Optimization exercise on an open flow, not production practice.
RTL: at most simulated, not proved equivalent.
Function not checked: runs 1 and 2.
Power: default activity.

$ cat design/flow/constraint.sdc
create_clock -name core_clock -period 8.0 [get_ports {clk}]
set_input_delay 1.6000 -clock core_clock [delete_from_list [all_inputs] [get_ports {clk}]]
set_output_delay 1.6000 -clock core_clock [all_outputs]
set_load 0.01 [all_outputs]
$ cat design/flow/flow/run.sh
#!/bin/bash
# Standard layout (bash standard.sh) with three changes passed to ORFS:
#  - synthesis maps with flow/abc_area.script in place of ORFS's ABC area
#    script (a copy of ORFS's scripts folder, scripts_abc/, differs from it
#    in that one file; the registers, and every other step, are unchanged);
#  - the port buffers are the smallest buffer, sky130_fd_sc_hd__buf_1;
#  - the clock tree uses clkbuf_4 buffers in clusters of at most 9 sinks,
#    without dummy loads.
# Each tool writes its full output to its own log under orfs/logs/; make's
# own output goes to flow_make.log in this folder.
set -euo pipefail
rm -rf scripts_abc
cp -r "$FLOW_HOME/scripts" scripts_abc
cp flow/abc_area.script scripts_abc/abc_area.script
export BUFFER_PORTS_ARGS="-buffer_cell sky130_fd_sc_hd__buf_1"
export CTS_ARGS="-sink_clustering_enable -repair_clock_nets -buf_list sky130_fd_sc_hd__clkbuf_4 -sink_clustering_size 9 -sink_clustering_max_diameter 50 -dont_use_dummy_load"
bash standard.sh SCRIPTS_DIR="$PWD/scripts_abc" finish > flow_make.log 2>&1
$ cat design/flow/standard.sh
#!/bin/bash
# synth_recipe.tcl (not shown) runs the flow's synth.tcl, then flattens the netlist and writes it again
# the make line also repeats each setting of config.mk as NAME=value (left out here)
make -C /OpenROAD-flow-scripts/flow DESIGN_CONFIG=/design/flow/config.mk WORK_HOME=/design/flow/orfs CLKGATE_MAP_FILE= SYNTH_SCRIPT=/design/flow/synth_recipe.tcl "${@:-finish}"
$ cat design/flow/config.mk
export PLATFORM = sky130hd
export DESIGN_NAME = pulse_train_peak_capture
export DESIGN_NICKNAME = pulse_train_peak_capture
export VERILOG_FILES = /design/flow/design.v
export SDC_FILE = /design/flow/constraint.sdc
export NUM_CORES = 4
export LEC_CHECK = 0
export ABC_AREA = 1
export CAP_MARGIN = 0
export CORE_MARGIN = 2
export CORE_UTILIZATION = 40
export SLEW_MARGIN = 0
$ cat design/flow/design.v
`timescale 1ns / 1ps
package ptpc_pkg;
    localparam int SENSOR_BITS_DEF = 16;
    localparam int US_PER_MS_DEF   = 1000;
    typedef struct packed {
        logic clear;
        logic restart;
        logic track;
    } peak_ctl_t;
endpackage
`timescale 1ns / 1ps
module ptpc_add
#(
    parameter int W = 8,
    parameter int B = 8
)
(
    input  logic [W-1:0] a,
    input  logic [W-1:0] b,
    input  logic         ci,
    output logic [W-1:0] s,
    output logic         co
);
    logic [W-1:0] s0;
    logic         c, k, t;   
    always_comb
    begin
        c = ci;
        for (int lo = 0; lo < W; lo += B)
        begin
            k = (lo == 0) ? ci : 1'b0;
            for (int i = lo; i < lo + B && i < W; i++)
            begin
                s0[i] = a[i] ^ b[i] ^ k;
                k     = (a[i] & b[i]) | (k & (a[i] ^ b[i]));
            end
            if (lo == 0)
            begin
                for (int i = lo; i < lo + B && i < W; i++)
                    s[i] = s0[i];
                c = k;
            end
            else
            begin
                t = 1'b1;
                for (int i = lo; i < lo + B && i < W; i++)
                begin
                    s[i] = s0[i] ^ (c & t);
                    t    = t & s0[i];
                end
                c = k | (c & t);
            end
        end
        co = c;
    end
endmodule
module ptpc_carry
#(
    parameter int W = 8
)
(
    input  logic [W-1:0] a,
    input  logic [W-1:0] b,
    input  logic         ci,
    output logic         co
);
    logic [W:0] c;
    always_comb
    begin
        c[0] = ci;
        for (int i = 0; i < W; i++)
            c[i+1] = (a[i] & b[i]) | (c[i] & (a[i] | b[i]));
    end
    assign co = c[W];
endmodule
module ptpc_peak
#(
    parameter int SENSOR_BITS = ptpc_pkg::SENSOR_BITS_DEF
)
(
    input  logic                        clk,
    input  logic                        load_base,   
    input  logic                        load_peak,   
    input  logic                        track,       
    input  logic                        held,        
    input  logic                        dvalid,      
    input  logic [SENSOR_BITS-1:0]      reading,
    output logic [SENSOR_BITS-1:0]      peak_out,
    output logic signed [SENSOR_BITS:0] delta_out
);
    localparam int N = SENSOR_BITS;
    logic [N-1:0] base_reg;
    logic [N-1:0] peak_reg;
    logic [N:0]   delta_reg;
    logic [N-1:0] dev;
    logic         dev_c;
    ptpc_add #(.W(N), .B(12)) u_dev (.a(reading), .b(~base_reg), .ci(1'b1),
                                    .s(dev), .co(dev_c));
    logic [N-1:0] dm1;
    logic         dm1_b;         
    logic [N-1:0] mag_m1;
    ptpc_add #(.W(N), .B(N)) u_dm1 (.a(delta_reg[N-1:0]), .b('1), .ci(1'b0),
                                    .s(dm1), .co(dm1_b));
    assign mag_m1 = delta_reg[N] ? ~delta_reg[N-1:0] : dm1;
    logic ge_pos, ge_neg, ge;
    ptpc_carry #(.W(N)) u_gep (.a(dev),  .b(~mag_m1), .ci(1'b0), .co(ge_pos));
    ptpc_carry #(.W(N)) u_gen (.a(~dev), .b(~mag_m1), .ci(1'b1), .co(ge_neg));
    assign ge = dev_c ? ge_pos : ge_neg;
    logic take;
    assign take = load_peak || (track && (ge || !dvalid || (!delta_reg[N] && !dm1_b)));
    always_ff @(posedge clk)
    begin
        if (load_base)
            base_reg <= reading;
        if (take)
        begin
            peak_reg  <= reading;
            delta_reg <= {!dev_c, dev};
        end
    end
    assign peak_out  = held ? peak_reg : '0;
    assign delta_out = (held && dvalid) ? delta_reg : '0;
endmodule
`timescale 1ns / 1ps
module pulse_train_peak_capture
#(
    parameter int SENSOR_BITS = ptpc_pkg::SENSOR_BITS_DEF,
    parameter int US_PER_MS   = ptpc_pkg::US_PER_MS_DEF
)
(
    input  logic                        clk,
    input  logic                        rst_n,
    input  logic                        in_valid,
    output logic                        in_stall,
    input  logic [1:0]                  cmd,
    input  logic [31:0]                 now_us,
    input  logic [SENSOR_BITS-1:0]      hall_low_mv,
    input  logic [SENSOR_BITS-1:0]      hall_high_mv,
    output logic                        out_valid,
    input  logic                        out_stall,
    output logic                        run_active,
    output logic                        run_finished,
    output logic [7:0]                  pwm_level,
    output logic [2:0]                  phase_code,
    output logic [7:0]                  pulse_number,
    output logic [SENSOR_BITS-1:0]      peak_low_mv,
    output logic [SENSOR_BITS-1:0]      peak_high_mv,
    output logic signed [SENSOR_BITS:0] peak_low_delta,
    output logic signed [SENSOR_BITS:0] peak_high_delta,
    input  logic                        cfg_valid,
    output logic                        cfg_ready,
    input  logic [2:0]                  cfg_index,
    input  logic [15:0]                 cfg_data
);
    localparam logic [1:0] CMD_UPDATE = 2'd0;
    localparam logic [1:0] CMD_START  = 2'd1;
    localparam logic [1:0] CMD_STOP   = 2'd2;
    localparam logic [2:0] PH_STOP  = 3'd0;
    localparam logic [2:0] PH_PRE   = 3'd1;
    localparam logic [2:0] PH_PULSE = 3'd2;
    localparam logic [2:0] PH_GAP   = 3'd3;
    localparam logic [2:0] PH_DONE  = 3'd4;
    logic [7:0]  count_reg;      
    logic [7:0]  level_reg;
    logic [15:0] pulse_ms_reg;   
    logic [15:0] gap_ms_reg;
    logic [15:0] pre_ms_reg;
    assign cfg_ready = 1'b1;
    always_ff @(posedge clk or negedge rst_n)
    begin
        if (!rst_n)
        begin
            count_reg    <= 8'd10;
            level_reg    <= 8'd200;
            pulse_ms_reg <= 16'd30;
            gap_ms_reg   <= 16'd1000;
            pre_ms_reg   <= 16'd0;
        end
        else if (cfg_valid)
        begin
            case (cfg_index)
                3'd0: count_reg    <= (cfg_data[7:0] == 8'd0) ? 8'd1 : cfg_data[7:0];
                3'd1: level_reg    <= cfg_data[7:0];
                3'd2: pulse_ms_reg <= (cfg_data == 16'd0) ? 16'd1 : cfg_data;
                3'd3: gap_ms_reg   <= cfg_data;
                3'd4: pre_ms_reg   <= cfg_data;
                default: ;
            endcase
        end
    end
    logic                   s1_valid_reg;
    logic [1:0]             s1_cmd_reg;
    logic [31:0]            s1_now_reg;
    logic [SENSOR_BITS-1:0] s1_lo_reg;
    logic [SENSOR_BITS-1:0] s1_hi_reg;
    logic                   out_valid_reg;
    logic                   advance;
    logic                   in_accept;
    assign advance   = !out_valid_reg || !out_stall;
    assign in_stall  = s1_valid_reg && !advance;
    assign in_accept = in_valid && !in_stall;
    always_ff @(posedge clk or negedge rst_n)
    begin
        if (!rst_n)
        begin
            s1_valid_reg  <= 1'b0;
            out_valid_reg <= 1'b0;
        end
        else
        begin
            if (in_accept)
                s1_valid_reg <= 1'b1;
            else if (advance)
                s1_valid_reg <= 1'b0;
            if (advance)
                out_valid_reg <= s1_valid_reg;
        end
    end
    always_ff @(posedge clk)
    begin
        if (in_accept)
        begin
            s1_cmd_reg <= cmd;
            s1_now_reg <= now_us;
            s1_lo_reg  <= hall_low_mv;
            s1_hi_reg  <= hall_high_mv;
        end
    end
    logic [2:0]  phase_reg, phase_next;
    logic [7:0]  pwm_reg;
    logic [7:0]  cnt_reg, cnt_next;
    logic [31:0] stamp_reg;
    logic        en;
    logic        is_start, is_stop, is_upd;
    logic        pre_nz;
    logic        time_up;
    logic        load_stamp;
    logic        load_peak;
    logic        track;
    assign en       = advance && s1_valid_reg;
    assign is_start = (s1_cmd_reg == CMD_START);
    assign is_stop  = (s1_cmd_reg == CMD_STOP);
    assign is_upd   = (s1_cmd_reg == CMD_UPDATE);
    assign pre_nz   = (pre_ms_reg != 16'd0);
    logic [15:0] ms_sel;
    logic [31:0] elapsed_us;
    logic        stamp_zero;
    logic        ge_lo;
    assign ms_sel = !phase_reg[1] ? pre_ms_reg :
                    (phase_reg[0] ? gap_ms_reg : pulse_ms_reg);
    logic        c26;
    logic [5:0]  hx, hy;
    logic        hi_zero;
    ptpc_add #(.W(26), .B(5)) u_el (.a(s1_now_reg[25:0]), .b(~stamp_reg[25:0]), .ci(1'b1),
                                    .s(elapsed_us[25:0]), .co(c26));
    assign elapsed_us[31:26] = '0;   
    assign hx      = s1_now_reg[31:26];
    assign hy      = ~stamp_reg[31:26];
    assign hi_zero = ((hx[0] ^ hy[0]) == c26) &&
                     ((hx[5:1] ^ hy[5:1]) == (hx[4:0] | hy[4:0]));
    logic [23:0] op_a, op_b, op_c, op_d;
    logic [23:0] cs1_s, cs1_c, cs2_s, cs2_c;
    assign op_a = {1'b0, elapsed_us[25:3]};
    assign op_b = {8'd0, ms_sel};
    assign op_c = {7'd0, ms_sel, 1'b0};
    assign op_d = ~{1'b0, ms_sel, 7'd0};
    assign cs1_s = op_a ^ op_b ^ op_c;
    assign cs1_c = {(op_a[22:0] & op_b[22:0]) | (op_a[22:0] & op_c[22:0]) |
                    (op_b[22:0] & op_c[22:0]), 1'b0};
    assign cs2_s = cs1_s ^ cs1_c ^ op_d;
    assign cs2_c = {(cs1_s[22:0] & cs1_c[22:0]) | (cs1_s[22:0] & op_d[22:0]) |
                    (cs1_c[22:0] & op_d[22:0]), 1'b1};
    ptpc_carry #(.W(24)) u_cmp (.a(cs2_s), .b(cs2_c), .ci(1'b0), .co(ge_lo));
    assign stamp_zero = ~|stamp_reg;
    assign time_up    = (ms_sel == 16'd0) ||
                        (!stamp_zero && (!hi_zero || ge_lo));
    always_comb
    begin
        phase_next = phase_reg;
        cnt_next   = cnt_reg;
        load_stamp = 1'b0;
        load_peak  = 1'b0;
        track      = 1'b0;
        if (is_start)
        begin
            load_stamp = 1'b1;
            if (pre_nz)
            begin
                phase_next = PH_PRE;
                cnt_next   = 8'd0;
            end
            else
            begin
                phase_next = PH_PULSE;
                cnt_next   = 8'd1;
                load_peak  = 1'b1;
            end
        end
        else if (is_stop)
        begin
            phase_next = PH_STOP;
            cnt_next   = 8'd0;
        end
        else if (is_upd)
        begin
            case (phase_reg)
                PH_PRE:
                    if (time_up)
                    begin
                        phase_next = PH_PULSE;
                        load_stamp = 1'b1;
                        load_peak  = 1'b1;
                        cnt_next   = 8'd1;
                    end
                PH_PULSE:
                begin
                    track = 1'b1;
                    if (time_up)
                    begin
                        phase_next = PH_GAP;
                        load_stamp = 1'b1;
                    end
                end
                PH_GAP:
                begin
                    track = 1'b1;
                    if (time_up)
                    begin
                        load_stamp = 1'b1;
                        if (cnt_reg >= count_reg)
                            phase_next = PH_DONE;
                        else
                        begin
                            phase_next = PH_PULSE;
                            load_peak  = 1'b1;
                            cnt_next   = cnt_reg + 8'd1;
                        end
                    end
                end
                default: ;
            endcase
        end
    end
    always_ff @(posedge clk or negedge rst_n)
    begin
        if (!rst_n)
        begin
            phase_reg <= PH_STOP;
            pwm_reg   <= 8'd0;
            cnt_reg   <= 8'd0;
        end
        else if (en && (s1_cmd_reg != 2'd3))
        begin
            phase_reg <= phase_next;
            pwm_reg   <= (phase_next == PH_PULSE) ? level_reg : 8'd0;
            cnt_reg   <= cnt_next;
        end
    end
    always_ff @(posedge clk)
    begin
        if (en && load_stamp)
            stamp_reg <= s1_now_reg;
    end
    logic held;
    logic dvalid_reg;    
    always_ff @(posedge clk)
    begin
        if (en && is_start)
            dvalid_reg <= 1'b0;
        else if (en && (track || load_peak))
            dvalid_reg <= 1'b1;
    end
    assign held = phase_reg[1] || phase_reg[2];
    ptpc_peak #(
        .SENSOR_BITS (SENSOR_BITS)
    ) u_peak_lo (
        .clk       (clk),
        .load_base (en && is_start),
        .load_peak (en && load_peak),
        .track     (en && track),
        .held      (held),
        .dvalid    (dvalid_reg),
        .reading   (s1_lo_reg),
        .peak_out  (peak_low_mv),
        .delta_out (peak_low_delta)
    );
    ptpc_peak #(
        .SENSOR_BITS (SENSOR_BITS)
    ) u_peak_hi (
        .clk       (clk),
        .load_base (en && is_start),
        .load_peak (en && load_peak),
        .track     (en && track),
        .held      (held),
        .dvalid    (dvalid_reg),
        .reading   (s1_hi_reg),
        .peak_out  (peak_high_mv),
        .delta_out (peak_high_delta)
    );
    assign out_valid    = out_valid_reg;
    assign run_active   = phase_reg[0] || phase_reg[1];
    assign run_finished = phase_reg[2];
    assign pwm_level    = pwm_reg;
    assign phase_code   = phase_reg;
    assign pulse_number = cnt_reg;
endmodule
$ cat design/flow/flow/abc_area.script
strash
dc2
dch -f
map -a
topo
stime -c
==> impl_metrics.env, run 1 <==
export IMPL_run_status="timing/DRC/antenna clean"
export IMPL_cp_max_fo=17
export IMPL_hold_viol=0
export IMPL_root_buffer="clkbuf_4"
export IMPL_setup_viol=0
export IMPL_synthFlopType="edfxtp_1"
export IMPL_cp_end_kind="flop"
export IMPL_grt_pass1_wl_mm=51.8
export IMPL_coreArea_mm2=0.0366
export IMPL_wl_per_cell_um=15.7
export IMPL_startpoint_type="flop"
export IMPL_placed_cells=2011
export IMPL_drt_iter0_markers=385
export IMPL_fin_area_mm2=0.0168
export IMPL_io_pins=180
export IMPL_criticalPathCategory="reg -> reg"
export IMPL_slew_viol_final=0
export IMPL_r2r_start="stamp_reg[5]$_DFFE_PP_"
export IMPL_synth_avg_cell_area_um2=11.0
export IMPL_period_needed_ns=7.54
export IMPL_rows=70
export IMPL_fillers=3502
export IMPL_nNetsFinal=1836
export IMPL_cts_max_level=2
export IMPL_fp_dieH_um=197
export IMPL_synth_area_leaders="edfxtp_1 (40%), dfrtp_1 (12%), fa_1 (9.8%)"
export IMPL_leakage_nw=6.08
export IMPL_cts_hold_buffers_added=0
export IMPL_postRouteAntennaNets=0
export IMPL_worst_path_max_delay_cell="fa_1"
export IMPL_cp_arrival_ns=7.87
export IMPL_place_area_mm2=0.0163
export IMPL_ys_seq_elements=282
export IMPL_hp_class="reg -> reg"
export IMPL_whs_ns=0.446
export IMPL_drt_pass1_iterations=5
export IMPL_cap_violations=0
export IMPL_slew_headroom=0.218
export IMPL_ys_seq_area_frac=0.541
export IMPL_ys_types=40
export IMPL_setup_ws_ns=0.455
export IMPL_hold_start="s1_now_reg[5]$_DFFE_PP_"
export IMPL_clk_latency_ns=0.72
export IMPL_fmax_mhz=133
export IMPL_synth_most_common_cell="clkinv_1"
export IMPL_pre_cts_ws_ns=-0.0704
export IMPL_crit_required_ns=8.33
export IMPL_clkSinkCount=282
export IMPL_syn_area_mm2=0.0149
export IMPL_start_util=0.407
export IMPL_powerDensity_mw_per_mm2=220
export IMPL_layout_drive_gt1_share=0.0747
export IMPL_final_period_utilization=0.943
export IMPL_cpPeakStageDelay_ns=0.54
export IMPL_grt_overflow_total=0
export IMPL_synth_top_cell_by_area="edfxtp_1"
export IMPL_stdcell_count=2068
export IMPL_clockBufferDepth=3
export IMPL_yosys_warnings=7
export IMPL_vias=10200
export IMPL_power_mw=3.70
export IMPL_synth_top_area_frac=0.395
export IMPL_wl_mm=32.4
export IMPL_die_w_um=197
export IMPL_yosys_top_cells_count="clkinv_1 (291), edfxtp_1 (196), nor2_1 (145), nand2_1 (125), o21ai_0 (102)"
export IMPL_startpoint="stamp_reg[5]$_DFFE_PP_"
export IMPL_path_clk_slew_ns=0.09
export IMPL_dp_hpwl_mm=24.0
export IMPL_io_buffers=178
export IMPL_first_global_vias=10300
export IMPL_cts_tree="done"
export IMPL_peakVddDrop_mv=0.113
export IMPL_async_flop_share=0.301
export IMPL_track_usage=0.170
export IMPL_syn_nets=1591
export IMPL_gp_congestion=0.837
export IMPL_dieArea_mm2=0.0388
export IMPL_numCtsBuffers=43
export IMPL_synthCells=1351
export IMPL_synth_edff_count=196
export IMPL_area_delta_synth_final_pct=12.8
export IMPL_viasPerCell=4.93
export IMPL_skew_ns=0.0652
export IMPL_crit_top_cell="o21ai_0"
export IMPL_antenna_found_initial=4
export IMPL_grt_max_degree=86
export IMPL_drc=0
export IMPL_rrSetupSlack_ns=0.46
export IMPL_worst_slew_pin_slew_ns=1.16
[area by class of cell]
class	instances	area, um2	area share
flip-flops and latches	282	8050	0.479
multi-input cells	778	5890	0.351
inverters	291	1090	0.0650
repair buffers	200	837	0.0498
well taps	468	586	0.0349
clock buffers	43	323	0.0192
diodes	6	15.0	0.000894
[final timing paths]
path	end	cells past startpoint
max	u_peak_lo.peak_reg[12]$_DFFE_PP_	39
min	stamp_reg[5]$_DFFE_PP_	0
max reg2reg	u_peak_lo.peak_reg[12]$_DFFE_PP_	39
min reg2reg	stamp_reg[5]$_DFFE_PP_	0
max in group asynchronous	gap_ms_reg[2]$_DFFE_PN0P_	2
min in group asynchronous	level_reg[4]$_DFFE_PN0P_	2
[timing repair]
action	in CTS	in global routing
setup buffers	0	6
resized for setup	1	16
gates cloned	0	2
pin swaps	0	5
endpoints found under the setup margin	5	102
[where the power goes]
part | switching, mW | internal, mW | total [mW]
logic | 0.701 | 0.487 | 1.19
registers | 0.0779 | 1.72 | 1.80
clock network | 0.468 | 0.247 | 0.715
[routing by layer]
| layer | global-route usage | routed length (um) | part of all wire |
|---|---|---|---|
| met1 | 0.217 | 14000 | 0.43 |
| met2 | 0.284 | 15700 | 0.48 |
| met3 | 0.0342 | 1800 | 0.055 |
| met4 | 0.0657 | 900 | 0.028 |
| met5 | 0 | 0 | 0 |
[critical path, delay by kind of cell, from the launching register on]
| family | cells | cell delay (ns) |
|---|---|---|
| DFF | 1 | 0.36 |
| buffers and inverters | 7 | 0.60 |
| and+or+nand+nor | 6 | 0.96 |
| AOI/OAI and AO/OA | 18 | 2.09 |
| adders and majority gates | 8 | 3.14 |
[cell families (layout without fill, tap and decap cells)]
| kind of cell | after synthesis | in the layout | synth area share |
|---|---|---|---|
| and+or+nand+nor | 321 | 321 | 0.0886 |
| buffers and inverters | 293 | 534 | 0.0744 |
| DFF | 282 | 282 | 0.541 |
| AOI/OAI and AO/OA | 245 | 247 | 0.0944 |
| adders and majority gates | 180 | 180 | 0.183 |
| xor gates and xnor gates | 20 | 20 | 0.0118 |
| muxes | 9 | 9 | 0.00681 |
| other | 1 | 7 | 0.000252 |
[layout by cell type, fill, tap and decap left out, types with 28 or more instances in the layout]
master / instances
clkbuf_4: 44
nor2_1: 142
buf_1: 177
a21oi_1: 65
dfrtp_1: 70
o22ai_1: 28
o21ai_0: 96
edfxtp_1: 196
fa_1: 72
nand2_1: 125
clkinv_1: 290
ha_1: 77
maj3_1: 30
[metrics by stage]
step                utilization  TNS (ns)
finish                    0.459         0
global route              0.459    -0.103
CTS                       0.455         0
detailed placement        0.446    -0.218
global placement          0.446         0
floorplan                     -         0
==> run 2, diff against run 1 <==
==> design/flow/flow/abc_area.script (replaced) <==
strash
dc2
dch -f
amap
topo
stime -c
==> run 2 against run 1 <==
  * Sequential share of layout area decreased by 0.62 points
  * Flip-flop and latch count unchanged
  * Critical path depth increased by 14
  * Hold slack got worse by 0.010 ns
  * Global-route usage increased by 0.23 points
  * Final area increased by 1.3%
  * Critical endpoint is now pwm_reg[3]$_DFFE_PN0P_
  * Utilization increased by 0.82 points
  * Clock skew increased by 0.0036 ns
  * Combinational power increased by 13%
==> impl_metrics.env, run 2 <==
export IMPL_run_status="timing/DRC/antenna clean"
export IMPL_cp_arrival_ns=8.35
export IMPL_cts_max_level=2
export IMPL_pre_cts_ws_ns=-0.139
export IMPL_clkSinkCount=282
export IMPL_synth_area_leaders="edfxtp_1 (40%), dfrtp_1 (12%), fa_1 (9.9%)"
export IMPL_rows=70
export IMPL_viasPerCell=5.07
export IMPL_powerDensity_mw_per_mm2=227
export IMPL_antenna_found_initial=2
export IMPL_track_usage=0.172
export IMPL_whs_ns=0.435
export IMPL_die_w_um=196
export IMPL_worst_path_max_delay_cell="fa_1"
export IMPL_final_period_utilization=0.962
export IMPL_synthFlopType="edfxtp_1"
export IMPL_wl_per_cell_um=16.2
export IMPL_rsz0062_at_grt="yes"
export IMPL_synthCells=1304
export IMPL_synth_top_cell_by_area="edfxtp_1"
export IMPL_synth_edff_count=196
export IMPL_drt_pass1_iterations=5
export IMPL_dieArea_mm2=0.0384
export IMPL_layout_drive_gt1_share=0.103
export IMPL_clk_latency_ns=0.75
export IMPL_highest_layer="met4"
export IMPL_cap_violations=0
export IMPL_grt_max_degree=73
export IMPL_synth_avg_cell_area_um2=11.3
export IMPL_fmax_mhz=130
export IMPL_startpoint_type="flop"
export IMPL_setup_viol=0
export IMPL_drt_iter0_markers=412
export IMPL_hold_viol=0
export IMPL_cp_max_fo=8
export IMPL_wl_met3_mm=1.67
export IMPL_coreArea_mm2=0.0364
export IMPL_grt_overflow_total=0
export IMPL_peakVddDrop_mv=0.118
export IMPL_drc=0
export IMPL_rrSetupSlack_ns=0.30
export IMPL_io_pins=180
export IMPL_numCtsBuffers=42
export IMPL_final_common_cell="clkinv_1"
export IMPL_wl_met2_mm=16.5
export IMPL_ys_seq_area_frac=0.546
export IMPL_slew_headroom=0.250
export IMPL_worst_slew_pin_slew_ns=1.12
export IMPL_leakage_nw=6.31
export IMPL_area_delta_synth_final_pct=15.5
export IMPL_grt_pass1_wl_mm=52.2
export IMPL_yosys_top_cells_count="clkinv_1 (244), edfxtp_1 (196), nor2_1 (165), nand2_1 (83), ha_1 (77)"
export IMPL_criticalPathCategory="reg -> reg"
export IMPL_postRouteAntennaNets=0
export IMPL_cts_tree="done"
export IMPL_io_buffers=178
export IMPL_cp_end_kind="flop"
export IMPL_cts_hold_buffers_added=0
export IMPL_nNetsFinal=1807
export IMPL_yosys_warnings=7
export IMPL_first_global_vias=10400
export IMPL_fillers=3401
export IMPL_wl_mm=33.0
export IMPL_dp_hpwl_mm=23.4
export IMPL_gp_congestion=0.796
export IMPL_fp_dieH_um=196
export IMPL_ys_seq_elements=282
export IMPL_path_clk_slew_ns=0.10
export IMPL_synth_most_common_cell="clkinv_1"
export IMPL_layout_common_cells="clkinv_1 (232), edfxtp_1 (196), buf_1 (177), nor2_1 (158), nand2_1 (77)"
export IMPL_ys_types=49
export IMPL_period_needed_ns=7.70
export IMPL_vias=10300
export IMPL_slew_viol_final=0
export IMPL_skew_ns=0.0688
export IMPL_cpPeakStageDelay_ns=0.55
export IMPL_synth_top_area_frac=0.399
export IMPL_async_flop_share=0.301
export IMPL_crit_required_ns=8.65
export IMPL_start_util=0.404
export IMPL_hp_class="reg -> reg"
export IMPL_syn_area_mm2=0.0147
export IMPL_clockBufferDepth=3
export IMPL_m1WireLength_mm=14.1
export IMPL_syn_nets=1544
export IMPL_fin_tns_setup_ns=0
export IMPL_setup_ws_ns=0.303
export IMPL_root_buffer="clkbuf_4"
-- run 2: cell types whose count changed after synthesis, moves of 9 or more --
cell      change
nor2b_1      +37
clkinv_1     -47
o21a_1       +11
a222oi_1     +16
nor2_1       +20
maj3_1       -30
xnor2_1       -9
mux2_2        -9
o22ai_1      +17
xor2_1        -9
nand2_1      -42
o21ai_0      -35
-- run 2: worst paths after layout --
check                                         from                    endpoint  cells past startpoint
max in group asynchronous                    rst_n  gap_ms_reg[14]$_DFFE_PN0P_                      2
setup reg to reg            stamp_reg[1]$_DFFE_PP_      pwm_reg[3]$_DFFE_PN0P_                     53
setup / recovery            stamp_reg[1]$_DFFE_PP_      pwm_reg[3]$_DFFE_PN0P_                     53
hold reg to reg            s1_now_reg[0]$_DFFE_PP_      stamp_reg[0]$_DFFE_PP_                      0
hold / removal             s1_now_reg[0]$_DFFE_PP_      stamp_reg[0]$_DFFE_PP_                      0
min in group asynchronous                    rst_n    s1_valid_reg$_DFFE_PN0P_                      1
-- run 2: per-stage QoR --
stage	cell area, um2	instances	total power [mW]	util
finish	17000	2035	3.86	0.467
CTS	16700	2026	3.82	0.457
global placement	16300	1982	3.03	0.447
global route	17000	2035	4.14	0.467
detailed placement	16300	1982	3.08	0.447
floorplan	14700	1304	2.70	-
-- run 2: timing repair --
| item | in CTS | in global routing |
|---|---|---|
| pin swaps | 2 | 37 |
| cloned | 0 | 6 |
| gates resized for setup | 9 | 75 |
| setup endpoints to repair | 12 | 117 |
| buffers inserted | 2 | 1 |
-- run 2: worst max-delay path, delay by kind of cell, from the launching register on --
kind	cells	cell delay [ns]
AO/OA/AOI/OAI	21	2.42
AND/OR/NAND/NOR	18	1.99
flip-flops	1	0.42
adder cells (fa/ha/maj)	6	2.28
buffers and inverters	8	0.48
-- run 2: area by class of cell --
type	instances	area (um2)	area share
sequential	282	8050	0.473
multi-input combinational	776	6020	0.354
timing repair buffer	221	1120	0.0657
inverter	244	920	0.0540
tap	468	586	0.0344
clock buffer	42	315	0.0185
antenna	2	5.00	0.000294
-- run 2: routing by layer --
metal,vias up,global-route usage
li1,5063,-
met1,4961,0.211
met2,238,0.302
met3,53,0.0385
met4,0,0.0544
met5,-,0
-- run 2: kinds of logic after synthesis --
logic type,count (synthesis),share of synthesized area
buf+inv,246,0.0632
flops,282,0.546
fa+ha+maj,150,0.165
xor+xnor,2,0.00119
compound gates,274,0.119
other cells,1,0.000255
simple gates,349,0.105
-- run 2: where the power goes --
part	leakage (nW)	internal, mW	total (mW)	switching (mW)
registers	2.84	1.72	1.80	0.0792
logic	3.27	0.573	1.34	0.767
clock network	0.193	0.241	0.717	0.476
==> run 3, diff against run 2 <==
--- a/design/flow/design.v
+++ b/design/flow/design.v
@@ -100,5 +100,5 @@
     logic         dm1_b;         
     logic [N-1:0] mag_m1;
-    ptpc_add #(.W(N), .B(N)) u_dm1 (.a(delta_reg[N-1:0]), .b('1), .ci(1'b0),
+    ptpc_add #(.W(N), .B(N)) u_dm1 (.a(delta_reg[N-1:0]), .b({N{1'b1}}), .ci(1'b0),
                                     .s(dm1), .co(dm1_b));
     assign mag_m1 = delta_reg[N] ? ~delta_reg[N-1:0] : dm1;
==> design/flow/flow/abc_area.script (replaced) <==
strash
dc2
dch -f
map -a
topo
stime -c
==> run 3 against run 2 <==
  * Global-route usage is 0.55 points lower
  * Combinational power is about 10% lower
  * Cell count is 0.44% higher
  * Register-to-register slack better by 0.17 ns
  * Die area is 0.89% higher
  * Sequential share of layout area is 1.1 points higher
  * Power is 3.6% lower
  * Routed wire length is 5.2% lower
  * Clock-buffer cell count is 2 higher
  * Via count is 3.2% lower
  * Clock power is 2.9% higher
  * Synthesized cell count is 2.6% higher
  * Largest cell class unchanged
==> impl_metrics.env, run 3 <==
export IMPL_crit_required_ns=8.35
export IMPL_cp_end_kind="flop"
export IMPL_cpPeakStageDelay_ns=0.56
export IMPL_post_cts_buffers=0
export IMPL_multiInputGateArea_mm2=0.00577
export IMPL_slew_viol_final=0
export IMPL_syn_nets=1578
export IMPL_synthFlopType="edfxtp_1"
export IMPL_grt_max_degree=86
export IMPL_drt_pass1_iterations=5
export IMPL_cp_arrival_ns=7.87
export IMPL_vias=9989
export IMPL_highest_layer="met5"
export IMPL_p_sw_mw=1.26
export IMPL_clockBufferDepth=3
export IMPL_r2r_start="stamp_reg[5]$_DFFE_PP_"
export IMPL_layout_common_cells="clkinv_1 (289), edfxtp_1 (196), buf_1 (177), nor2_1 (139), nand2_1 (112)"
export IMPL_syn_area_mm2=0.0149
export IMPL_wl_met3_mm=1.56
export IMPL_fillers=3435
export IMPL_whs_path_depth=0
export IMPL_area_delta_synth_final_pct=11.9
export IMPL_grt_overflow_total=0
export IMPL_pwr_share_clk=0.198
export IMPL_start_util=0.406
export IMPL_powerDensity_mw_per_mm2=223
export IMPL_synth_area_leaders="edfxtp_1 (40%), dfrtp_1 (12%), fa_1 (9.8%)"
export IMPL_slew_headroom=0.270
export IMPL_yosys_top_cells_count="clkinv_1 (289), edfxtp_1 (196), nor2_1 (142), nand2_1 (112), o21ai_0 (101)"
export IMPL_stdcell_count=2044
export IMPL_r2r_cells=32
export IMPL_coreArea_mm2=0.0366
export IMPL_antenna_found_initial=3
export IMPL_critPathBufInv=7
export IMPL_hp_class="reg -> reg"
export IMPL_m1WireLength_mm=14.0
export IMPL_cts_hold_buffers_added=0
export IMPL_io_buffers=178
export IMPL_switching_share=0.338
export IMPL_clk_latency_ns=0.76
export IMPL_async_flop_share=0.301
export IMPL_dieArea_mm2=0.0387
export IMPL_worst_path_max_delay_cell="fa_1"
export IMPL_synth_most_common_cell="clkinv_1"
export IMPL_root_buffer="clkbuf_4"
export IMPL_grt_pass1_wl_mm=50.4
export IMPL_cp_max_fo=33
export IMPL_synth_avg_cell_area_um2=11.1
export IMPL_wl_met2_mm=15.1
export IMPL_clkSinkCount=282
export IMPL_worst_slew_pin_slew_ns=1.09
export IMPL_nNetsFinal=1816
export IMPL_ctsResizeCount=0
export IMPL_hold_start="s1_now_reg[28]$_DFFE_PP_"
export IMPL_pre_cts_ws_ns=0.494
export IMPL_synth_top_cell_by_area="edfxtp_1"
export IMPL_run_status="timing/DRC/antenna clean"
export IMPL_seqPwrFrac=0.478
export IMPL_reg2reg_to="u_peak_hi.peak_reg[9]$_DFFE_PP_"
export IMPL_rows=70
export IMPL_leakage_nw=6.00
export IMPL_placed_cells=1998
export IMPL_numCtsBuffers=44
export IMPL_viasPerCell=4.89
export IMPL_wl_mm=31.3
export IMPL_ys_types=39
export IMPL_wl_per_cell_um=15.3
export IMPL_fp_dieH_um=197
export IMPL_setup_ws_ns=0.474
export IMPL_startpoint_type="flop"
export IMPL_period_needed_ns=7.53
export IMPL_first_global_vias=9962
export IMPL_skew_ns=0.0827
export IMPL_p_int_mw=2.46
export IMPL_criticalPathCategory="reg -> reg"
export IMPL_yosys_warnings=7
export IMPL_layout_drive_gt1_share=0.0654
export IMPL_gp_congestion=0.840
export IMPL_final_util=0.454
export IMPL_comb_power_share=0.323
export IMPL_rrSetupSlack_ns=0.47
export IMPL_final_period_utilization=0.941
export IMPL_final_common_cell="clkinv_1"
export IMPL_whs_ns=0.421
export IMPL_seq_area_mm2=0.00805
export IMPL_synthCells=1338
export IMPL_ys_seq_elements=282
export IMPL_postRouteAntennaNets=0
export IMPL_cap_violations=0
export IMPL_rsz0062_at_grt="no"
export IMPL_drt_iter0_markers=444
export IMPL_drc=0
export IMPL_path_clk_slew_ns=0.10
export IMPL_fin_tns_setup_ns=0
export IMPL_cts_max_level=2
export IMPL_dp_hpwl_mm=22.9
export IMPL_fmax_mhz=133
export IMPL_synth_edff_count=196
export IMPL_peakVddDrop_mv=0.111
export IMPL_hold_viol=0
export IMPL_die_w_um=197
export IMPL_critPathTopFamily="adder cells"
export IMPL_crit_top_cell="fa_1"
export IMPL_cts_tree="done"
export IMPL_synth_top_area_frac=0.396
export IMPL_hold_end="stamp_reg[28]$_DFFE_PP_"
export IMPL_track_usage=0.166
export IMPL_io_pins=180
export IMPL_setup_viol=0
export IMPL_ys_seq_area_frac=0.542
run 3: cell types whose count changed after synthesis, sizes merged, moves of 9 or more:
cell | before | now
nor2b | 37 | 0
o22ai | 45 | 28
nor2 | 165 | 142
xor2 | 2 | 11
o21ai | 67 | 101
nand2 | 83 | 112
o21a | 20 | 8
a222oi | 16 | 0
maj3 | 0 | 32
xnor2 | 0 | 11
clkinv | 244 | 289
run 3: metal layers:
metal | vias to the layer above | track usage
met3 | 50 | 0.0306
met1 | 4720 | 0.212
met5 | - | 0
met4 | 2 | 0.0590
met2 | 217 | 0.284
li1 | 5000 | -
run 3: worst max-delay path by stage:
stage                     slack [ns]                                to               startpoint  cells after the start
after floorplan                 0.03  u_peak_hi.delta_reg[0]$_DFFE_PP_   s1_hi_reg[0]$_DFFE_PP_                     22
after global placement          0.64  u_peak_hi.delta_reg[1]$_DFFE_PP_   s1_hi_reg[0]$_DFFE_PP_                     22
after detailed placement        0.49   u_peak_hi.peak_reg[0]$_DFFE_PP_  s1_now_reg[5]$_DFFE_PP_                     31
after CTS                       0.44  u_peak_hi.delta_reg[9]$_DFFE_PP_   stamp_reg[5]$_DFFE_PP_                     33
after global routing            0.05            cnt_reg[4]$_DFFE_PN0P_   stamp_reg[5]$_DFFE_PP_                     35
final                           0.47   u_peak_hi.peak_reg[9]$_DFFE_PP_   stamp_reg[5]$_DFFE_PP_                     32
run 3: layout make-up:
class,count,share of cell area
Sequential cell,282,0.484
Multi-Input combinational cell,765,0.347
Inverter,289,0.0652
Timing Repair Buffer,194,0.0484
Tap cell,468,0.0352
Clock buffer,44,0.0199
Antenna cell,2,0.000301
run 3: cells by family after synthesis:
kind of cell             Yosys count  share of synthesized area
AND/OR/NAND/NOR                  309                     0.0858
buffers and inverters            291                     0.0740
flip-flops                       282                      0.542
AO/OA/AOI/OAI                    243                     0.0948
adder cells (fa/ha/maj)          182                      0.185
XOR/XNOR                          22                     0.0130
multiplexers                       8                    0.00606
other                              1                   0.000252
run 3: power groups by stage:
stage | Clock (mW) | Sequential (mW) | Combinational [mW]
5_1_grt | 0.837 | 1.79 | 1.39
3_5_place_dp | 0 | 1.81 | 1.20
6_report | 0.738 | 1.78 | 1.20
3_3_place_gp | 0 | 1.81 | 1.18
4_1_cts | 0.782 | 1.78 | 1.22
2_1_floorplan | 0 | 1.80 | 0.886
run 3: metrics by stage:
step | power (mW) | area, um2
after CTS | 3.78 | 16600
after global routing | 4.02 | 16600
after global placement | 2.98 | 16300
final | 3.72 | 16600
after detailed placement | 3.02 | 16300
after floorplan | 2.68 | 14900
run 3: worst reg2reg max path: cells and delay by family, from the launching register on:
kind / cells / cell delay (ns)
compound gates: 13 / 2.11
flops: 1 / 0.36
buf+inv: 7 / 1.08
fa+ha+maj: 8 / 3.14
simple gates: 4 / 0.46
==> run 4, diff against run 3 <==
--- a/design/flow/config.mk
+++ b/design/flow/config.mk
@@ -9,4 +9,4 @@
 export CAP_MARGIN = 0
 export CORE_MARGIN = 2
-export CORE_UTILIZATION = 40
+export CORE_UTILIZATION = 75
 export SLEW_MARGIN = 0
==> run 4 against run 3 <==
  * Cell count down 10%
  * Via count grew 4.3%
  * Global-route usage grew 13 points
  * First-iteration DRC count increased by 36%
  * Final area down 1.9%
  * Clock-buffer cell count is 7 lower
  * Register-to-register slack got worse by 0.08 ns
  * Critical path type unchanged
  * Largest cell class unchanged
  * Highest routed layer is now met4
==> impl_metrics.env, run 4 <==
export IMPL_fin_area_mm2=0.0163
export IMPL_synthCells=1338
export IMPL_coreArea_mm2=0.0195
export IMPL_synth_edff_count=196
export IMPL_stdcell_count=1832
export IMPL_worstSetupPathDepth=22
export IMPL_run_status="timing/DRC/antenna clean"
export IMPL_hp_class="reg -> reg"
export IMPL_drc=0
export IMPL_synth_most_common_cell="clkinv_1"
export IMPL_crit_chain="clkinv_1 > ha_1 > fa_1 > clkinv_1 > fa_1 > fa_1 > fa_1 > fa_1 > fa_1 > fa_1 > fa_1 > fa_1 > fa_1 > fa_1 > clkinv_1 > maj3_1 > maj3_1 > o221ai_1 > o221ai_1 > a221oi_2 > o21ai_2 > buf_4"
export IMPL_yosys_warnings=7
export IMPL_clkSinkCount=282
export IMPL_fmax_mhz=131
export IMPL_gp_congestion=0.862
export IMPL_final_period_utilization=0.951
export IMPL_setup_ws_ns=0.395
export IMPL_cp_arrival_ns=7.95
export IMPL_seqPwrFrac=0.486
export IMPL_final_common_cell="clkinv_1"
export IMPL_placed_cells=1794
export IMPL_powerDensity_mw_per_mm2=225
export IMPL_fillers=1166
export IMPL_cap_violations=0
export IMPL_yosys_top_cells_count="clkinv_1 (289), edfxtp_1 (196), nor2_1 (142), nand2_1 (112), o21ai_0 (101)"
export IMPL_cpPeakStageDelay_ns=0.58
export IMPL_hold_viol=0
export IMPL_die_w_um=145
export IMPL_skew_ns=0.0633
export IMPL_numCtsBuffers=37
export IMPL_comb_power_share=0.337
export IMPL_fin_tns_setup_ns=0
export IMPL_fp_dieH_um=145
export IMPL_critPathBufInv=4
export IMPL_rrSetupSlack_ns=0.40
export IMPL_setup_viol=0
export IMPL_cp_end_kind="flop"
export IMPL_slew_headroom=0.245
export IMPL_place_area_mm2=0.0160
export IMPL_postRouteAntennaNets=0
export IMPL_critPathTopFamily="adder cells"
export IMPL_r2r_cells=22
export IMPL_antenna_found_initial=1
export IMPL_p_sw_mw=1.24
export IMPL_crit_top_cell="fa_1"
export IMPL_crit_required_ns=8.34
export IMPL_ys_seq_elements=282
export IMPL_dp_hpwl_mm=23.3
export IMPL_viasPerCell=5.69
export IMPL_path_clk_slew_ns=0.10
export IMPL_pwr_share_clk=0.177
export IMPL_grt_overflow_total=0
export IMPL_layout_common_cells="clkinv_1 (289), edfxtp_1 (196), buf_1 (177), nor2_1 (139), nand2_1 (112)"
export IMPL_syn_area_mm2=0.0149
export IMPL_wl_per_cell_um=16.8
export IMPL_seq_area_mm2=0.00805
export IMPL_start_util=0.764
export IMPL_pre_cts_ws_ns=0.194
export IMPL_first_global_vias=10300
export IMPL_peakVddDrop_mv=0.188
export IMPL_io_pins=180
export IMPL_grt_pass1_wl_mm=48.6
export IMPL_synth_avg_cell_area_um2=11.1
export IMPL_root_buffer="clkbuf_4"
export IMPL_leakage_nw=5.96
export IMPL_synthFlopType="edfxtp_1"
export IMPL_criticalPathCategory="reg -> reg"
export IMPL_synth_top_area_frac=0.396
export IMPL_worst_path_max_delay_cell="fa_1"
export IMPL_switching_share=0.337
export IMPL_ys_seq_area_frac=0.542
export IMPL_syn_nets=1578
export IMPL_clockBufferDepth=3
export IMPL_track_usage=0.301
export IMPL_post_cts_buffers=0
export IMPL_wl_mm=30.7
export IMPL_area_delta_synth_final_pct=9.78
export IMPL_multiInputGateArea_mm2=0.00579
export IMPL_synth_area_leaders="edfxtp_1 (40%), dfrtp_1 (12%), fa_1 (9.8%)"
export IMPL_synth_top_cell_by_area="edfxtp_1"
export IMPL_cp_max_fo=29
export IMPL_drt_iter0_markers=603
export IMPL_ys_types=39
export IMPL_vias=10400
export IMPL_period_needed_ns=7.60
export IMPL_nNetsFinal=1808
export IMPL_cts_tree="done"
export IMPL_cts_max_level=2
export IMPL_worst_slew_pin_slew_ns=1.12
export IMPL_io_buffers=178
export IMPL_startpoint_type="flop"
export IMPL_rsz0062_at_grt="no"
export IMPL_layout_drive_gt1_share=0.0626
export IMPL_dieArea_mm2=0.0210
export IMPL_whs_path_depth=0
export IMPL_clk_latency_ns=0.65
export IMPL_rows=51
export IMPL_slew_viol_final=0
export IMPL_drt_pass1_iterations=5
export IMPL_async_flop_share=0.301
export IMPL_grt_max_degree=86
export IMPL_p_int_mw=2.43
## run 4: cell types whose count changed in the layout (fill, tap and decap cells not counted), sizes merged
cell	change
clkbuf	-7
buf	-1
diode	-1
## run 4: what timing repair did
| item | 4_1_cts | 5_1_grt |
|---|---|---|
| resized for setup | 0 | 5 |
| hold buffers | 0 | 0 |
| endpoints found under the hold margin | 0 | 0 |
| setup endpoints to repair | 0 | 77 |
## run 4: cells by family after synthesis
group                    after synthesis  synth area share
buffers and inverters                291            0.0740
flip-flops                           282             0.542
multiplexers                           8           0.00606
other                                  1          0.000252
XOR/XNOR                              22            0.0130
adder cells (fa/ha/maj)              182             0.185
AND/OR/NAND/NOR                      309            0.0858
AO/OA/AOI/OAI                        243            0.0948
## run 4: power by group through the flow
stage / clock (mW) / combinational, mW / sequential, mW
global placement: 0 / 1.14 / 1.80
detailed placement: 0 / 1.22 / 1.81
floorplan: 0 / 0.886 / 1.80
finish: 0.650 / 1.24 / 1.78
CTS: 0.661 / 1.23 / 1.78
global route: 0.712 / 1.41 / 1.79
## run 4: cell type report
| type | instances | share of cell area |
|---|---|---|
| Antenna cell | 1 | 0.000153 |
| Inverter | 289 | 0.0665 |
| Tap cell | 265 | 0.0203 |
| Sequential cell | 282 | 0.493 |
| Multi-Input combinational cell | 765 | 0.355 |
| Clock buffer | 37 | 0.0170 |
| Timing Repair Buffer | 193 | 0.0481 |
## run 4: per-stage QoR
| stage | power (mW) | utilization | hold WS (ns) |
|---|---|---|---|
| 2_1_floorplan | 2.68 | - | 0.433 |
| 3_3_place_gp | 2.95 | 0.823 | 0.440 |
| 3_5_place_dp | 3.03 | 0.823 | 0.442 |
| 4_1_cts | 3.67 | 0.837 | 0.463 |
| 5_1_grt | 3.91 | 0.839 | 0.478 |
| 6_report | 3.67 | 0.839 | 0.461 |
## run 4: path summary, 6_finish.rpt
| check | from | end |
|---|---|---|
| setup / recovery | s1_hi_reg[0]$_DFFE_PP_ | u_peak_hi.peak_reg[14]$_DFFE_PP_ |
| hold / removal | s1_now_reg[29]$_DFFE_PP_ | stamp_reg[29]$_DFFE_PP_ |
| setup reg to reg | s1_hi_reg[0]$_DFFE_PP_ | u_peak_hi.peak_reg[14]$_DFFE_PP_ |
| hold reg to reg | s1_now_reg[29]$_DFFE_PP_ | stamp_reg[29]$_DFFE_PP_ |
| max in group asynchronous | rst_n | pulse_ms_reg[10]$_DFFE_PN0P_ |
| min in group asynchronous | rst_n | level_reg[4]$_DFFE_PN0P_ |
## run 4: metal layers
layer / GRT usage / up-vias / wire length [um]
met4: 0.125 / 0 / 1220
met3: 0.0500 / 96 / 2070
met5: 0 / - / 0
li1: - / 4954 / -
met1: 0.382 / 4914 / 11900
met2: 0.519 / 452 / 15500
==> run 5, diff against run 4 <==
--- a/design/flow/config.mk
+++ b/design/flow/config.mk
@@ -9,4 +9,5 @@
 export CAP_MARGIN = 0
 export CORE_MARGIN = 2
-export CORE_UTILIZATION = 75
+export CORE_UTILIZATION = 65
+export PLACE_DENSITY = 0.75
 export SLEW_MARGIN = 0
==> run 5 against run 4 <==
  * Combinational power about the same
  * Routed wire length decreased by 3.9%
  * Highest routed layer unchanged
  * Clock power increased by 1%
  * Flip-flop and latch count unchanged
  * Largest cell class unchanged
  * Still clean on timing, DRC and antenna
  * Synthesized area unchanged
==> impl_metrics.env, run 5 <==
export IMPL_clk_latency_ns=0.63
export IMPL_ys_seq_elements=282
export IMPL_hp_class="reg -> reg"
export IMPL_cap_violations=0
export IMPL_hold_viol=0
export IMPL_rrSetupSlack_ns=0.64
export IMPL_power_mw=3.66
export IMPL_nNetsFinal=1809
export IMPL_final_period_utilization=0.919
export IMPL_final_util=0.724
export IMPL_period_needed_ns=7.36
export IMPL_syn_area_mm2=0.0149
export IMPL_synth_top_cell_by_area="edfxtp_1"
export IMPL_path_clk_slew_ns=0.09
export IMPL_dieArea_mm2=0.0241
export IMPL_gp_congestion=0.882
export IMPL_worst_slew_pin_slew_ns=1.06
export IMPL_yosys_top_cells_count="clkinv_1 (289), edfxtp_1 (196), nor2_1 (142), nand2_1 (112), o21ai_0 (101)"
export IMPL_coreArea_mm2=0.0226
export IMPL_fp_dieH_um=155
export IMPL_fmax_mhz=136
export IMPL_startpoint_type="flop"
export IMPL_synth_area_leaders="edfxtp_1 (40%), dfrtp_1 (12%), fa_1 (9.8%)"
export IMPL_skew_ns=0.0332
export IMPL_grt_max_degree=86
export IMPL_grt_overflow_total=0
export IMPL_drt_iter0_markers=651
export IMPL_yosys_warnings=7
export IMPL_cp_max_fo=33
export IMPL_slew_headroom=0.288
export IMPL_antenna_found_initial=1
export IMPL_layout_drive_gt1_share=0.0625
export IMPL_io_buffers=178
export IMPL_synth_avg_cell_area_um2=11.1
export IMPL_rsz0062_at_grt="no"
export IMPL_ys_types=39
export IMPL_setup_ws_ns=0.645
export IMPL_synth_edff_count=196
export IMPL_dp_hpwl_mm=22.4
export IMPL_wl_mm=29.5
export IMPL_synth_most_common_cell="clkinv_1"
export IMPL_hold_end="stamp_reg[0]$_DFFE_PP_"
export IMPL_clockBufferDepth=3
export IMPL_pre_cts_ws_ns=0.405
export IMPL_setup_viol=0
export IMPL_powerDensity_mw_per_mm2=224
export IMPL_synth_top_area_frac=0.396
export IMPL_whs_ns=0.467
export IMPL_r2r_cells=25
export IMPL_fin_tns_setup_ns=0
export IMPL_r2r_start="s1_lo_reg[0]$_DFFE_PP_"
export IMPL_numCtsBuffers=39
export IMPL_grt_pass1_wl_mm=48.3
export IMPL_track_usage=0.253
export IMPL_cp_arrival_ns=7.61
export IMPL_viasPerCell=5.51
export IMPL_wl_per_cell_um=15.9
export IMPL_start_util=0.659
export IMPL_clkSinkCount=282
export IMPL_synthCells=1338
export IMPL_cts_max_level=2
export IMPL_run_status="timing/DRC/antenna clean"
export IMPL_area_delta_synth_final_pct=9.88
export IMPL_slew_viol_final=0
export IMPL_layout_common_cells="clkinv_1 (289), edfxtp_1 (196), buf_1 (177), nor2_1 (138), nand2_1 (112)"
export IMPL_io_pins=180
export IMPL_syn_nets=1578
export IMPL_cp_end_kind="flop"
export IMPL_hold_start="s1_now_reg[0]$_DFFE_PP_"
export IMPL_reg2reg_to="u_peak_lo.peak_reg[0]$_DFFE_PP_"
export IMPL_drc=0
export IMPL_cts_hold_buffers_added=0
export IMPL_final_common_cell="clkinv_1"
export IMPL_leakage_nw=5.97
export IMPL_rows=55
export IMPL_async_flop_share=0.301
export IMPL_root_buffer="clkbuf_4"
export IMPL_die_w_um=155
export IMPL_criticalPathCategory="reg -> reg"
export IMPL_whs_path_depth=0
export IMPL_cts_tree="done"
export IMPL_post_cts_buffers=0
export IMPL_ys_seq_area_frac=0.542
export IMPL_peakVddDrop_mv=0.167
export IMPL_drt_pass1_iterations=5
export IMPL_first_global_vias=10100
export IMPL_synthFlopType="edfxtp_1"
export IMPL_crit_required_ns=8.26
export IMPL_vias=10200
export IMPL_postRouteAntennaNets=0
-- run 5: layout make-up --
type | count | area, um2
Inverter | 289 | 1080
Antenna cell | 3 | 7.51
Timing Repair Buffer | 192 | 777
Fill cell | 1719 | 6240
Sequential cell | 282 | 8050
Clock buffer | 39 | 293
Tap cell | 285 | 357
Multi-Input combinational cell | 765 | 5770
-- run 5: per-layer routing --
metal,vias to the layer above,global-route usage,share of wire
met2,285,0.438,0.51
met5,-,0,0
met1,4907,0.327,0.41
met3,59,0.0437,0.053
met4,0,0.0865,0.027
li1,4969,-,-
-- run 5: report_power, final --
| part | internal, mW | leakage [nW] | total [mW] | switching (mW) |
|---|---|---|---|---|
| registers | 1.71 | 2.85 | 1.78 | 0.0699 |
| clock network | 0.226 | 0.179 | 0.659 | 0.433 |
| logic | 0.503 | 2.94 | 1.22 | 0.722 |
-- run 5: how the worst max path moves through the flow --
stage                                       from                               end  depth (start not counted)
final                     s1_lo_reg[0]$_DFFE_PP_   u_peak_lo.peak_reg[0]$_DFFE_PP_                         25
after global routing      s1_lo_reg[0]$_DFFE_PP_   u_peak_lo.peak_reg[0]$_DFFE_PP_                         25
after CTS                 stamp_reg[5]$_DFFE_PP_   u_peak_lo.peak_reg[0]$_DFFE_PP_                         32
after detailed placement  stamp_reg[5]$_DFFE_PP_   u_peak_lo.peak_reg[0]$_DFFE_PP_                         32
after global placement    stamp_reg[5]$_DFFE_PP_   u_peak_lo.peak_reg[0]$_DFFE_PP_                         32
after floorplan           s1_hi_reg[0]$_DFFE_PP_  u_peak_hi.delta_reg[0]$_DFFE_PP_                         22
-- run 5: logic make-up after synthesis --
group,share of synthesized area
AND/OR/NAND/NOR,0.0858
buffers and inverters,0.0740
AO/OA/AOI/OAI,0.0948
other,0.000252
flip-flops,0.542
adder cells (fa/ha/maj),0.185
XOR/XNOR,0.0130
multiplexers,0.00606
-- run 5: stage by stage --
step                      cells  cell area (um2)
after floorplan            1338            14900
after global placement     1813            16000
after detailed placement   1813            16000
after CTS                  1852            16300
after global routing       1854            16300
final                      1855            16300
-- run 5: critical path, stage by stage (launching register included) --
cell and delay, ns:
edfxtp_1 0.42, clkinv_1 0.07, ha_1 0.16, fa_1 0.18, clkinv_1 0.08, fa_1 0.41, fa_1 0.42, fa_1 0.43
fa_1 0.43, fa_1 0.43, fa_1 0.43, fa_1 0.42, fa_1 0.43, fa_1 0.43, fa_1 0.42, ha_1 0.22
xnor2_1 0.27, clkinv_1 0.15, a22oi_1 0.19, o21ai_0 0.10, o21ai_0 0.08, a21oi_1 0.05, o21ai_0 0.15, nor2_1 0.08
o21ai_2 0.11, buf_4 0.39
-- run 5: timing repair --
action                                 CTS  global route
endpoints found under the hold margin    0             0
setup endpoints to repair                0            79
resized for setup                        0             2
==> run 6, diff against run 5 <==
--- a/design/flow/config.mk
+++ b/design/flow/config.mk
@@ -10,4 +10,3 @@
 export CORE_MARGIN = 2
 export CORE_UTILIZATION = 65
-export PLACE_DENSITY = 0.75
 export SLEW_MARGIN = 0
==> run 6 against run 5 <==
  * Combinational power is essentially flat
  * First-iteration DRC count fell by 8.1%
  * Critical endpoint is now u_peak_hi.peak_reg[1]$_DFFE_PP_
  * Utilization shrank 0.078 points
  * Routed wire length grew 0.98%
  * Clock-buffer cell count shrank 2
  * Die area is the same
  * Fmax is 2.1% lower
  * Via count is 1.2% lower
  * Hold slack got worse by 0.0043 ns
  * Synthesized cell count did not move
  * Largest power group unchanged
==> impl_metrics.env, run 6 <==
export IMPL_layout_common_cells="clkinv_1 (289), edfxtp_1 (196), buf_1 (177), nor2_1 (138), nand2_1 (112)"
export IMPL_synth_top_cell_by_area="edfxtp_1"
export IMPL_setup_viol=0
export IMPL_grt_max_degree=86
export IMPL_criticalPathCategory="reg -> reg"
export IMPL_viasPerCell=5.45
export IMPL_synthFlopType="edfxtp_1"
export IMPL_ys_seq_elements=282
export IMPL_layout_drive_gt1_share=0.0613
export IMPL_ys_seq_area_frac=0.542
export IMPL_syn_area_mm2=0.0149
export IMPL_synth_area_leaders="edfxtp_1 (40%), dfrtp_1 (12%), fa_1 (9.8%)"
export IMPL_cts_tree="done"
export IMPL_io_buffers=178
export IMPL_fp_dieH_um=155
export IMPL_yosys_warnings=7
export IMPL_synth_edff_count=196
export IMPL_m1WireLength_mm=12.5
export IMPL_wl_per_cell_um=16.1
export IMPL_cap_violations=0
export IMPL_seqPwrFrac=0.487
export IMPL_numCtsBuffers=37
export IMPL_pwr_share_clk=0.179
export IMPL_final_util=0.723
export IMPL_start_util=0.659
export IMPL_cpPeakStageDelay_ns=0.58
export IMPL_drt_pass1_iterations=5
export IMPL_rows=55
export IMPL_peakVddDrop_mv=0.144
export IMPL_run_status="timing/DRC/antenna clean"
export IMPL_rrSetupSlack_ns=0.49
export IMPL_first_global_vias=10200
export IMPL_cp_end_kind="flop"
export IMPL_grt_pass1_wl_mm=48.4
export IMPL_worst_path_max_delay_cell="a2111oi_1"
export IMPL_fmax_mhz=133
export IMPL_fin_tns_setup_ns=0
export IMPL_vias=10100
export IMPL_skew_ns=0.0698
export IMPL_cts_max_level=2
export IMPL_startpoint_type="flop"
export IMPL_coreArea_mm2=0.0226
export IMPL_p_sw_mw=1.22
export IMPL_slew_viol_final=0
export IMPL_drc=0
export IMPL_nNetsFinal=1808
export IMPL_antenna_found_initial=1
export IMPL_io_pins=180
export IMPL_leakage_nw=5.96
export IMPL_wl_met2_mm=15.0
export IMPL_path_clk_slew_ns=0.10
export IMPL_synthCells=1338
export IMPL_synth_avg_cell_area_um2=11.1
export IMPL_p_int_mw=2.42
export IMPL_synth_most_common_cell="clkinv_1"
export IMPL_drt_iter0_markers=598
export IMPL_hold_viol=0
export IMPL_final_common_cell="clkinv_1"
export IMPL_synth_top_area_frac=0.396
export IMPL_cp_max_fo=33
export IMPL_post_cts_buffers=0
export IMPL_clockBufferDepth=3
export IMPL_dp_hpwl_mm=22.3
export IMPL_crit_required_ns=8.28
export IMPL_die_w_um=155
export IMPL_gp_congestion=0.858
export IMPL_syn_nets=1578
export IMPL_track_usage=0.254
export IMPL_highest_layer="met4"
export IMPL_clk_latency_ns=0.65
export IMPL_yosys_top_cells_count="clkinv_1 (289), edfxtp_1 (196), nor2_1 (142), nand2_1 (112), o21ai_0 (101)"
export IMPL_powerDensity_mw_per_mm2=223
export IMPL_slew_headroom=0.242
export IMPL_clkSinkCount=282
export IMPL_grt_overflow_total=0
export IMPL_ys_types=39
export IMPL_postRouteAntennaNets=0
export IMPL_dieArea_mm2=0.0241
export IMPL_hp_class="reg -> reg"
export IMPL_switching_share=0.335
export IMPL_period_needed_ns=7.51
export IMPL_comb_power_share=0.334
export IMPL_wl_met3_mm=1.58
export IMPL_wl_mm=29.8
export IMPL_async_flop_share=0.301
export IMPL_rsz0062_at_grt="no"
export IMPL_worst_slew_pin_slew_ns=1.13
export IMPL_final_period_utilization=0.939
export IMPL_cp_arrival_ns=7.79
export IMPL_root_buffer="clkbuf_4"
export IMPL_area_delta_synth_final_pct=9.76
## run 6: cell counts after synthesis
No cell type changed its count.
## run 6: cell type report
type | instances | area, um2
sequential | 282 | 8050
antenna | 1 | 2.50
clock buffer | 37 | 278
inverter | 289 | 1080
timing repair buffer | 193 | 785
fill | 1734 | 6250
multi-input combinational | 765 | 5760
tap | 285 | 357
## run 6: metrics by stage
step | instances | setup slack [ns] | power [mW] | hold slack [ns] | instance area (um2)
after global routing | 1852 | 0.0168 | 3.90 | 0.474 | 16300
after global placement | 1814 | 0.537 | 2.97 | 0.441 | 16000
final | 1852 | 0.489 | 3.64 | 0.463 | 16300
after CTS | 1851 | 0.379 | 3.68 | 0.470 | 16300
after floorplan | 1338 | 0.0335 | 2.68 | 0.433 | 14900
after detailed placement | 1814 | 0.425 | 3.02 | 0.446 | 16000
## run 6: cell families after synthesis
logic type / Yosys count / share of synthesized area
other: 1 / 0.000252
and+or+nand+nor: 309 / 0.0858
muxes: 8 / 0.00606
AOI/OAI and AO/OA: 243 / 0.0948
xor gates and xnor gates: 22 / 0.0130
adders and majority gates: 182 / 0.185
buffers and inverters: 291 / 0.0740
DFF: 282 / 0.542
## run 6: critical path, delay by kind of cell (launching register included)
| family | cells | cell delay, ns |
|---|---|---|
| buf+inv | 7 | 0.95 |
| compound gates | 15 | 2.48 |
| simple gates | 2 | 0.20 |
| fa+ha+maj | 8 | 3.14 |
| flops | 1 | 0.37 |
## run 6: routing by layer
metal  GRT usage  vias to the layer above
met5           0                        -
met4      0.0878                        0
met3      0.0384                       68
met2       0.440                      279
met1       0.331                     4772
li1            -                     4978
## run 6: power groups by stage
stage                     Clock (mW)  Combinational, mW  Sequential (mW)
after floorplan                    0              0.886             1.80
after global placement             0               1.16             1.80
after detailed placement           0               1.21             1.81
after CTS                      0.682               1.22             1.78
after global routing           0.730               1.38             1.79
final                          0.653               1.22             1.77
## run 6: worst paths after layout
check	startpoint	endpoint	depth (start not counted)
worst max-delay path	stamp_reg[5]$_DFFE_PP_	u_peak_hi.peak_reg[1]$_DFFE_PP_	32
worst min-delay path	s1_now_reg[4]$_DFFE_PP_	stamp_reg[4]$_DFFE_PP_	0
worst max register to register	stamp_reg[5]$_DFFE_PP_	u_peak_hi.peak_reg[1]$_DFFE_PP_	32
worst min register to register	s1_now_reg[4]$_DFFE_PP_	stamp_reg[4]$_DFFE_PP_	0
max in group asynchronous	rst_n	gap_ms_reg[10]$_DFFE_PN0P_	2
min in group asynchronous	rst_n	pwm_reg[3]$_DFFE_PN0P_	2
## run 6: timing repair
action / 4_1_cts / 5_1_grt
hold buffers: 0 / 0
endpoints found under the setup margin: 0 / 62
gates resized for setup: 0 / 1
==> run 7, diff against run 6 <==
==> design/flow/flow/run.sh (replaced) <==
#!/bin/bash
# Standard layout (bash standard.sh), with two changes passed to ORFS:
#  - the port buffers are the smallest buffer, sky130_fd_sc_hd__buf_1;
#  - the clock tree uses clkbuf_4 buffers in clusters of at most 9 sinks,
#    without dummy loads.
# Each tool writes its full output to its own log under orfs/logs/; make's
# own output goes to flow_make.log in this folder.
set -euo pipefail
export BUFFER_PORTS_ARGS="-buffer_cell sky130_fd_sc_hd__buf_1"
export CTS_ARGS="-sink_clustering_enable -repair_clock_nets -buf_list sky130_fd_sc_hd__clkbuf_4 -sink_clustering_size 9 -sink_clustering_max_diameter 50 -dont_use_dummy_load"
bash standard.sh finish > flow_make.log 2>&1
removed: design/flow/flow/abc_area.script
==> run 7 against run 6 <==
  * Combinational power up 33%
  * Synthesized area increased by 4.2%
  * Hold slack worse by 0.012 ns
  * Via count rose by 7.1%
  * Register-to-register slack better by 0.52 ns
  * First-iteration DRC count grew 20%
  * Routed wire length up 1.3%
==> impl_metrics.env, run 7 <==
export IMPL_hold_start="s1_now_reg[5]$_DFFE_PP_"
export IMPL_drt_pass1_iterations=5
export IMPL_ys_seq_area_frac=0.520
export IMPL_rows=56
export IMPL_hold_viol=0
export IMPL_leakage_nw=7.67
export IMPL_r2r_start="s1_hi_reg[0]$_DFFE_PP_"
export IMPL_slew_viol_final=0
export IMPL_clk_latency_ns=0.66
export IMPL_area_delta_synth_final_pct=8.50
export IMPL_syn_area_mm2=0.0155
export IMPL_skew_ns=0.0601
export IMPL_wl_per_cell_um=14.6
export IMPL_seqPwrFrac=0.445
export IMPL_slew_headroom=0.190
export IMPL_synth_compound_area_frac=0.0761
export IMPL_rrSetupSlack_ns=1.01
export IMPL_place_area_mm2=0.0165
export IMPL_cpPeakStageDelay_ns=0.44
export IMPL_dieArea_mm2=0.0251
export IMPL_grt_overflow_total=0
export IMPL_cts_hold_buffers_added=0
export IMPL_pre_cts_ws_ns=0.999
export IMPL_p_sw_mw=1.58
export IMPL_cp_arrival_ns=7.27
export IMPL_reg2reg_to="u_peak_hi.delta_reg[4]$_DFFE_PP_"
export IMPL_run_status="timing/DRC/antenna clean"
export IMPL_synth_top_cell_by_area="edfxtp_1"
export IMPL_crit_required_ns=8.28
export IMPL_peakVddDrop_mv=0.154
export IMPL_die_w_um=158
export IMPL_grt_max_degree=86
export IMPL_critPathTopFamily="adder cells"
export IMPL_fmax_mhz=143
export IMPL_placed_cells=2025
export IMPL_p_int_mw=2.58
export IMPL_io_pins=180
export IMPL_hp_class="reg -> reg"
export IMPL_synth_area_leaders="edfxtp_1 (38%), dfrtp_1 (11%), fa_1 (9.4%)"
export IMPL_synthCells=1549
export IMPL_switching_share=0.380
export IMPL_hold_end="stamp_reg[5]$_DFFE_PP_"
export IMPL_setup_viol=0
export IMPL_yosys_top_cells_count="inv_1 (329), nand2_1 (283), edfxtp_1 (196), nor2_1 (134), o21ai_0 (116)"
export IMPL_clockBufferDepth=3
export IMPL_coreArea_mm2=0.0234
export IMPL_synth_avg_cell_area_um2=10.0
export IMPL_path_clk_slew_ns=0.10
export IMPL_synthSimpleGateAreaFrac=0.142
export IMPL_numCtsBuffers=40
export IMPL_gp_congestion=0.885
export IMPL_dp_hpwl_mm=22.1
export IMPL_layout_common_cells="inv_1 (328), nand2_1 (283), edfxtp_1 (196), buf_1 (177), nor2_1 (132)"
export IMPL_synthMuxAreaShare=0
export IMPL_start_util=0.662
export IMPL_worst_path_max_delay_cell="fa_1"
export IMPL_synth_most_common_cell="inv_1"
export IMPL_synth_top_family_by_area="adder cells"
export IMPL_fin_tns_setup_ns=0
export IMPL_cp_max_fo=33
export IMPL_postRouteAntennaNets=0
export IMPL_final_common_cell="inv_1"
export IMPL_synth_edff_count=196
export IMPL_whs_path_depth=0
export IMPL_ys_types=53
export IMPL_critPathBufInv=4
export IMPL_antenna_found_initial=3
export IMPL_synth_top_area_frac=0.380
export IMPL_yosys_warnings=7
export IMPL_r2r_cells=25
export IMPL_root_buffer="clkbuf_4"
run 7: cell types whose count changed after synthesis, moves of 9 or more:
cell      change
inv_1       +329
clkinv_1    -289
nand2_1     +171
nand3_1      +33
maj3_1       -32
a21oi_1      -29
clkbuf_1     +24
o22ai_1      -16
o21ai_0      +15
nand4_1       +9
run 7: kinds of logic (layout without fill, tap and decap cells):
family,after synthesis,in the layout
DFF,282,282
adders and majority gates,150,150
buffers and inverters,363,560
AOI/OAI and AO/OA,204,204
xor gates and xnor gates,26,26
and+or+nand+nor,523,523
other,1,3
run 7: power by group through the flow:
stage                     Sequential [mW]  Clock, mW  Combinational [mW]
after floorplan                      1.85          0                1.24
after global placement               1.88          0                1.58
after detailed placement             1.88          0                1.63
after CTS                            1.85      0.705                1.64
after global routing                 1.87      0.763                1.91
final                                1.85      0.686                1.62
run 7: metrics by stage:
stage / hold slack, ns / power (mW)
2_1_floorplan: 0.426 / 3.09
3_3_place_gp: 0.433 / 3.46
3_5_place_dp: 0.445 / 3.51
4_1_cts: 0.450 / 4.20
5_1_grt: 0.453 / 4.55
6_report: 0.451 / 4.16
run 7: routing by layer:
metal	vias up	wire, um	global-route usage
li1	5396	-	-
met1	5092	13100	0.322
met2	280	14900	0.439
met3	45	1620	0.0362
met4	2	575	0.0652
met5	-	13	0
run 7: final cells by class:
cell class / instances / area (um2) / share of cell area
Sequential cell: 282 / 8050 / 0.479
Multi-Input combinational cell: 904 / 6050 / 0.360
Inverter: 331 / 1240 / 0.0739
Timing Repair Buffer: 189 / 754 / 0.0449
Tap cell: 319 / 399 / 0.0238
Clock buffer: 40 / 300 / 0.0179
Antenna cell: 2 / 5.00 / 0.000298
run 7: worst max-delay path by stage:
stage	start	end	slack, ns	cells past startpoint
after floorplan	s1_now_reg[5]$_DFFE_PP_	stamp_reg[0]$_DFFE_PP_	0.84	34
after global placement	s1_lo_reg[0]$_DFFE_PP_	u_peak_lo.peak_reg[7]$_DFFE_PP_	1.16	27
final	s1_hi_reg[0]$_DFFE_PP_	u_peak_hi.delta_reg[4]$_DFFE_PP_	1.01	25
after detailed placement	s1_hi_reg[0]$_DFFE_PP_	u_peak_hi.delta_reg[1]$_DFFE_PP_	1.0	27
after global routing	s1_hi_reg[0]$_DFFE_PP_	u_peak_hi.delta_reg[2]$_DFFE_PP_	0.61	27
after CTS	s1_hi_reg[0]$_DFFE_PP_	u_peak_hi.delta_reg[2]$_DFFE_PP_	0.96	25
run 7: worst reg2reg max path, cell delays in order (launching register included):
cell and delay [ns]:
edfxtp_1 0.42, inv_1 0.08, ha_1 0.16, fa_1 0.16, inv_1 0.05, fa_1 0.41
fa_1 0.42, fa_1 0.43, fa_1 0.44, fa_1 0.43, fa_1 0.43, fa_1 0.42
fa_1 0.43, fa_1 0.42, fa_1 0.43, ha_1 0.22, xor2_1 0.27, o21ai_0 0.14
inv_1 0.07, nand2_1 0.06, nand2_1 0.06, a21oi_1 0.06, nand2_1 0.05, nand2_1 0.04
nand2_1 0.07, buf_4 0.39
